Context: an optimization exercise on an open-source flow, tuned for small area, a short achievable clock period and few clock cycles per item. The choices shown serve that exercise and are no tape-out recipe.

## run B
==> flow/design.v (excerpt) <==
module alu_cluster (
  input  logic          clk,
  input  logic          rst,
  input  logic          in_valid,
  output logic          in_ready,
  input  logic [145:0]  in_req,
  output logic          out_valid,
  input  logic          out_ready,
  output logic [72:0]   out_rsp
);
localparam int DATA_W     = 64;
localparam int HALF_W     = 32;  
localparam int TAG_W      = 4;
localparam int NUM_LANES  = 4;
localparam int LANE_IDX_W = 2;
localparam int FL_C = 3;
localparam int FL_V = 2;
localparam int FL_N = 1;
localparam int FL_Z = 0;
localparam logic [3:0] OP_ADD = 4'd0;
localparam logic [3:0] OP_SUB = 4'd1;
localparam logic [3:0] OP_AND = 4'd2;
localparam logic [3:0] OP_OR  = 4'd3;
localparam logic [3:0] OP_XOR = 4'd4;
localparam logic [3:0] OP_SHL = 4'd5;
localparam logic [3:0] OP_SHR = 4'd6;
localparam logic [3:0] OP_SAR = 4'd7;
localparam logic [3:0] OP_SXT = 4'd8;
localparam logic [1:0] SXT_BYTE = 2'd0;
localparam logic [1:0] SXT_HALF = 2'd1;
localparam logic [1:0] SXT_WORD = 2'd2;
localparam int REQ_W   = 146;
localparam int RQ_TAG  = 0;
localparam int RQ_B    = 4;
localparam int RQ_A    = 68;
localparam int RQ_FIN  = 132;
  ...
For scale: roughly 230 I/O pins.
==> module alu_lane, before the edit <==
module alu_lane (
  input  logic [145:0]  req,
  output logic [72:0]   rsp
);
localparam int DATA_W     = 64;
localparam int HALF_W     = 32;  
localparam int TAG_W      = 4;
localparam int NUM_LANES  = 4;
localparam int LANE_IDX_W = 2;
localparam int FL_C = 3;
localparam int FL_V = 2;
localparam int FL_N = 1;
localparam int FL_Z = 0;
localparam logic [3:0] OP_ADD = 4'd0;
localparam logic [3:0] OP_SUB = 4'd1;
localparam logic [3:0] OP_AND = 4'd2;
localparam logic [3:0] OP_OR  = 4'd3;
localparam logic [3:0] OP_XOR = 4'd4;
localparam logic [3:0] OP_SHL = 4'd5;
localparam logic [3:0] OP_SHR = 4'd6;
localparam logic [3:0] OP_SAR = 4'd7;
localparam logic [3:0] OP_SXT = 4'd8;
localparam logic [1:0] SXT_BYTE = 2'd0;
localparam logic [1:0] SXT_HALF = 2'd1;
localparam logic [1:0] SXT_WORD = 2'd2;
localparam int REQ_W   = 146;
localparam int RQ_TAG  = 0;
localparam int RQ_B    = 4;
localparam int RQ_A    = 68;
localparam int RQ_FIN  = 132;
localparam int RQ_SXT  = 136;
localparam int RQ_COND = 138;
localparam int RQ_OP   = 142;
localparam int RSP_W   = 73;
localparam int RS_TAG  = 0;
localparam int RS_TK   = 4;
localparam int RS_FL   = 5;
localparam int RS_RES  = 9;
  logic [3:0]        op;
  logic [3:0]        cond;
  logic [1:0]        sxt;
  logic [3:0]        fin;
  logic [DATA_W-1:0] a;
  logic [DATA_W-1:0] b;
  logic [TAG_W-1:0]  tag;
  logic              taken;
  assign op   = req[RQ_OP   +: 4];
  assign cond = req[RQ_COND +: 4];
  assign sxt  = req[RQ_SXT  +: 2];
  assign fin  = req[RQ_FIN  +: 4];
  assign a    = req[RQ_A    +: DATA_W];
  assign b    = req[RQ_B    +: DATA_W];
  assign tag  = req[RQ_TAG  +: TAG_W];
  flag_cond_eval cond_i (
    .cond  (cond),
    .flags (fin),
    .taken (taken)
  );
  logic is_add, is_sub, is_and, is_or, is_xor, is_shl, is_shr, is_sar, is_sxt;
  assign is_add = (op == OP_ADD);
  assign is_sub = (op == OP_SUB);
  assign is_and = (op == OP_AND);
  assign is_or  = (op == OP_OR);
  assign is_xor = (op == OP_XOR);
  assign is_shl = (op == OP_SHL);
  assign is_shr = (op == OP_SHR);
  assign is_sar = (op == OP_SAR);
  assign is_sxt = (op == OP_SXT);
  logic              inv_b;
  logic [DATA_W-1:0] bx;
  logic [DATA_W-1:0] p;
  logic [DATA_W-1:0] g;
  logic [DATA_W-1:0] gg;    
  logic [DATA_W-1:0] gp;    
  logic [DATA_W:0]   c;     
  logic [DATA_W-1:0] sum;
  assign inv_b = op[0];
  assign bx = b ^ {DATA_W{inv_b}};
  assign p  = a ^ bx;
  assign g  = a & bx;
  always_comb begin
    gg = g;
    gp = p;
    gg[0] = g[0] | (p[0] & inv_b);
    for (int l = 0; l < 6; l++)
      for (int j = (2 << l) - 1; j < DATA_W; j += (2 << l)) begin
        gg[j] = gg[j] | (gp[j] & gg[j - (1 << l)]);
        gp[j] = gp[j] & gp[j - (1 << l)];
      end
    for (int l = 4; l >= 0; l--)
      for (int j = 3 * (1 << l) - 1; j < DATA_W; j += (2 << l)) begin
        gg[j] = gg[j] | (gp[j] & gg[j - (1 << l)]);
        gp[j] = gp[j] & gp[j - (1 << l)];
      end
  end
  assign c   = {gg, inv_b};
  assign sum = p ^ c[DATA_W-1:0];
  logic [5:0]        sh;
  logic [DATA_W-1:0] sh_in;
  logic [DATA_W-1:0] sh_out;
  logic [DATA_W-1:0] sh_rev;
  logic              fill;
  assign sh   = b[5:0];
  assign fill = is_sar & a[DATA_W-1];
  always_comb begin
    for (int i = 0; i < DATA_W; i++)
      sh_in[i] = is_shl ? a[DATA_W-1-i] : a[i];
  end
  assign sh_out = DATA_W'($signed({fill, sh_in}) >>> sh);
  always_comb begin
    for (int i = 0; i < DATA_W; i++)
      sh_rev[i] = sh_out[DATA_W-1-i];
  end
  logic              s_fill;
  logic [DATA_W-1:0] keep_a;
  logic [DATA_W-1:0] ext;
  assign s_fill = (sxt == SXT_BYTE) ? a[7] : (sxt == SXT_HALF) ? a[15] : a[31];
  always_comb begin
    for (int i = 0; i < DATA_W; i++) begin
      if (i < 8)
        keep_a[i] = is_sxt;
      else if (i < 16)
        keep_a[i] = is_sxt & (sxt != SXT_BYTE);
      else if (i < 32)
        keep_a[i] = is_sxt & sxt[1];
      else
        keep_a[i] = 1'b0;
      ext[i] = is_sxt & ~keep_a[i];
    end
  end
  logic s_arith, s_p, s_g, s_b, s_shr, s_shl;
  assign s_arith = is_add | is_sub;
  assign s_p     = is_xor;
  assign s_g     = is_and | is_or;
  assign s_b     = is_or;
  assign s_shr   = is_shr | is_sar;
  assign s_shl   = is_shl;
  logic [DATA_W-1:0] res_op;
  logic [DATA_W-1:0] res;
  always_comb begin
    for (int i = 0; i < DATA_W; i++)
      res_op[i] = (s_arith & sum[i]) | (s_p & p[i]) | (s_g & g[i]) | (s_b & b[i]) |
                  (s_shr & sh_out[i]) | (s_shl & sh_rev[i]) |
                  (keep_a[i] & a[i]) | (ext[i] & s_fill);
  end
  assign res = taken ? res_op : a;
  logic fc, fv;
  assign fc = (is_add | is_sub) & c[DATA_W];
  assign fv = (is_add | is_sub) & (a[DATA_W-1] == bx[DATA_W-1]) &&
              (sum[DATA_W-1] != a[DATA_W-1]);
  assign rsp[RS_RES +: DATA_W] = res;
  assign rsp[RS_FL + FL_C]     = taken ? fc : fin[FL_C];
  assign rsp[RS_FL + FL_V]     = taken ? fv : fin[FL_V];
  assign rsp[RS_FL + FL_N]     = fin[FL_N];
  assign rsp[RS_FL + FL_Z]     = fin[FL_Z];
  assign rsp[RS_TK]            = taken;
  assign rsp[RS_TAG +: TAG_W]  = tag;
endmodule
Settings: LEC_CHECK=0, ABC_AREA=1, CAP_MARGIN=30, CORE_MARGIN=2, CORE_UTILIZATION=40, PLACE_DENSITY=0.6, SETUP_SLACK_MARGIN=2.0, SLEW_MARGIN=20; clock period 6.0 ns.
standard.sh (not shown) runs the stock make flow with config.mk's settings and CLKGATE_MAP_FILE= SYNTH_SCRIPT=/design/flow/synth_recipe.tcl, a recipe that flattens the netlist after the stock synthesis.
==> flow/flow/run.sh <==
#!/bin/bash
# The standard layout, with plain buf_1 cells as the port buffers (the resizer
# upsizes them where timing needs it).
set -euo pipefail
export BUFFER_PORTS_ARGS="-buffer_cell sky130_fd_sc_hd__buf_1"
export ADDER_MAP_FILE=
bash standard.sh > standard.log 2>&1
## Diff of input files: run C against run B
-- flow/design.v --
<<< run B, line 171
  assign is_sar = (op == OP_SAR);
  assign is_sxt = (op == OP_SXT);
  logic              inv_b;
  logic [DATA_W-1:0] bx;
  logic [DATA_W-1:0] p;
>>> run C, line 171
  assign is_sar = (op == OP_SAR);
  assign is_sxt = (op == OP_SXT);
  logic [DATA_W-1:0] bx;
  logic [DATA_W-1:0] p;
<<< run B, line 179
  logic [DATA_W:0]   c;     
  logic [DATA_W-1:0] sum;
  assign inv_b = op[0];
  assign bx = b ^ {DATA_W{inv_b}};
  assign p  = a ^ bx;
  assign g  = a & bx;
>>> run C, line 178
  logic [DATA_W:0]   c;     
  logic [DATA_W-1:0] sum;
  assign bx = b ^ {DATA_W{is_sub}};
  assign p  = a ^ bx;
  assign g  = a & bx;
<<< run B, line 186
    gg = g;
    gp = p;
    gg[0] = g[0] | (p[0] & inv_b);
    for (int l = 0; l < 6; l++)
      for (int j = (2 << l) - 1; j < DATA_W; j += (2 << l)) begin
>>> run C, line 184
    gg = g;
    gp = p;
    gg[0] = g[0] | (p[0] & is_sub);
    for (int l = 0; l < 6; l++)
      for (int j = (2 << l) - 1; j < DATA_W; j += (2 << l)) begin
<<< run B, line 198
      end
  end
  assign c   = {gg, inv_b};
  assign sum = p ^ c[DATA_W-1:0];
  logic [5:0]        sh;
>>> run C, line 196
      end
  end
  assign c   = {gg, is_sub};
  assign sum = p ^ c[DATA_W-1:0];
  logic [5:0]        sh;
<<< run B, line 223
    for (int i = 0; i < DATA_W; i++) begin
      if (i < 8)
        keep_a[i] = is_sxt;
      else if (i < 16)
        keep_a[i] = is_sxt & (sxt != SXT_BYTE);
      else if (i < 32)
        keep_a[i] = is_sxt & sxt[1];
      else
        keep_a[i] = 1'b0;
      ext[i] = is_sxt & ~keep_a[i];
    end
  end
  logic s_arith, s_p, s_g, s_b, s_shr, s_shl;
  assign s_arith = is_add | is_sub;
  assign s_p     = is_xor;
  assign s_g     = is_and | is_or;
  assign s_b     = is_or;
  assign s_shr   = is_shr | is_sar;
  assign s_shl   = is_shl;
  logic [DATA_W-1:0] res_op;
  logic [DATA_W-1:0] res;
  always_comb begin
    for (int i = 0; i < DATA_W; i++)
      res_op[i] = (s_arith & sum[i]) | (s_p & p[i]) | (s_g & g[i]) | (s_b & b[i]) |
                  (s_shr & sh_out[i]) | (s_shl & sh_rev[i]) |
                  (keep_a[i] & a[i]) | (ext[i] & s_fill);
  end
  assign res = taken ? res_op : a;
  logic fc, fv;
  assign fc = (is_add | is_sub) & c[DATA_W];
>>> run C, line 221
    for (int i = 0; i < DATA_W; i++) begin
      if (i < 8)
        keep_a[i] = ~taken | is_sxt;
      else if (i < 16)
        keep_a[i] = ~taken | (is_sxt & (sxt != SXT_BYTE));
      else if (i < 32)
        keep_a[i] = ~taken | (is_sxt & sxt[1]);
      else
        keep_a[i] = ~taken;
      ext[i] = taken & is_sxt & ~keep_a[i];
    end
  end
  logic t_arith, t_p, t_g, t_shr, t_shl;
  assign t_arith = taken & (is_add | is_sub);
  assign t_p     = taken & (is_xor | is_or);
  assign t_g     = taken & (is_and | is_or);
  assign t_shr   = taken & (is_shr | is_sar);
  assign t_shl   = taken & is_shl;
  logic [DATA_W-1:0] res;
  always_comb begin
    for (int i = 0; i < DATA_W; i++)
      res[i] = (t_arith & sum[i]) | (t_p & p[i]) | (t_g & g[i]) |
               (t_shr & sh_out[i]) | (t_shl & sh_rev[i]) |
               (keep_a[i] & a[i]) | (ext[i] & s_fill);
  end
  logic fc, fv;
  assign fc = (is_add | is_sub) & c[DATA_W];
- Run B → run C: final cell count has decreased, maximum number of pins on one net before global-route repair went up by 1.4%, total standard cell area after synthesis went down about 4%, average instance area after synthesis saw an increase.
- Run C: number of nets in the finished design is 4.9% lower than what run B reported.
- | clock-buffer cell count | higher: run C |
- Run C ended up with met5 as its top layer reached by signal wires; run B ended up with met4.
- In the metrics for run B and run C, the one carrying the higher sequential share of layout area is run B.
- Setup slack: run C less than run B
- Compared to run B, run C has count of non-CTS buffers in the layout about 11% higher.
No run of this note included a check of the RTL's function; only the layout flow was run.

re-timing with driven ports:
How much do the figures lean on ideal ports? The routed layouts below were timed once more, with nothing changed but the port constraints. Step 1 assumes that a clkbuf_16 drives the clock port and a buf_2 every other input. Step 2, shift: input delay + t, output delay - t, t = (earliest + latest rising clock arrival at the registers) / 2. This alone moves slack from input paths to output paths. Slacks: ideal ports / drivers / drivers and shift; pairs: ideal ports / drivers.
run | t, ns | setup slack, ns | worst register clock-pin slew, ns | worst data-port slew with drivers (ns) | pins driven straight from the clock port
run B | 0.408 | 2.028 / 2.009 / 1.601 | 0.07 / 0.07 | 0.09 | 1
run C | 0.402 | 1.995 / 2.021 / 1.619 | 0.07 / 0.07 | 0.07 | 1
After both steps every run listed still meets setup and hold. For run B, which loses most, drivers alone change the setup slack by -0.019 ns; drivers and shift together by -0.427 ns.
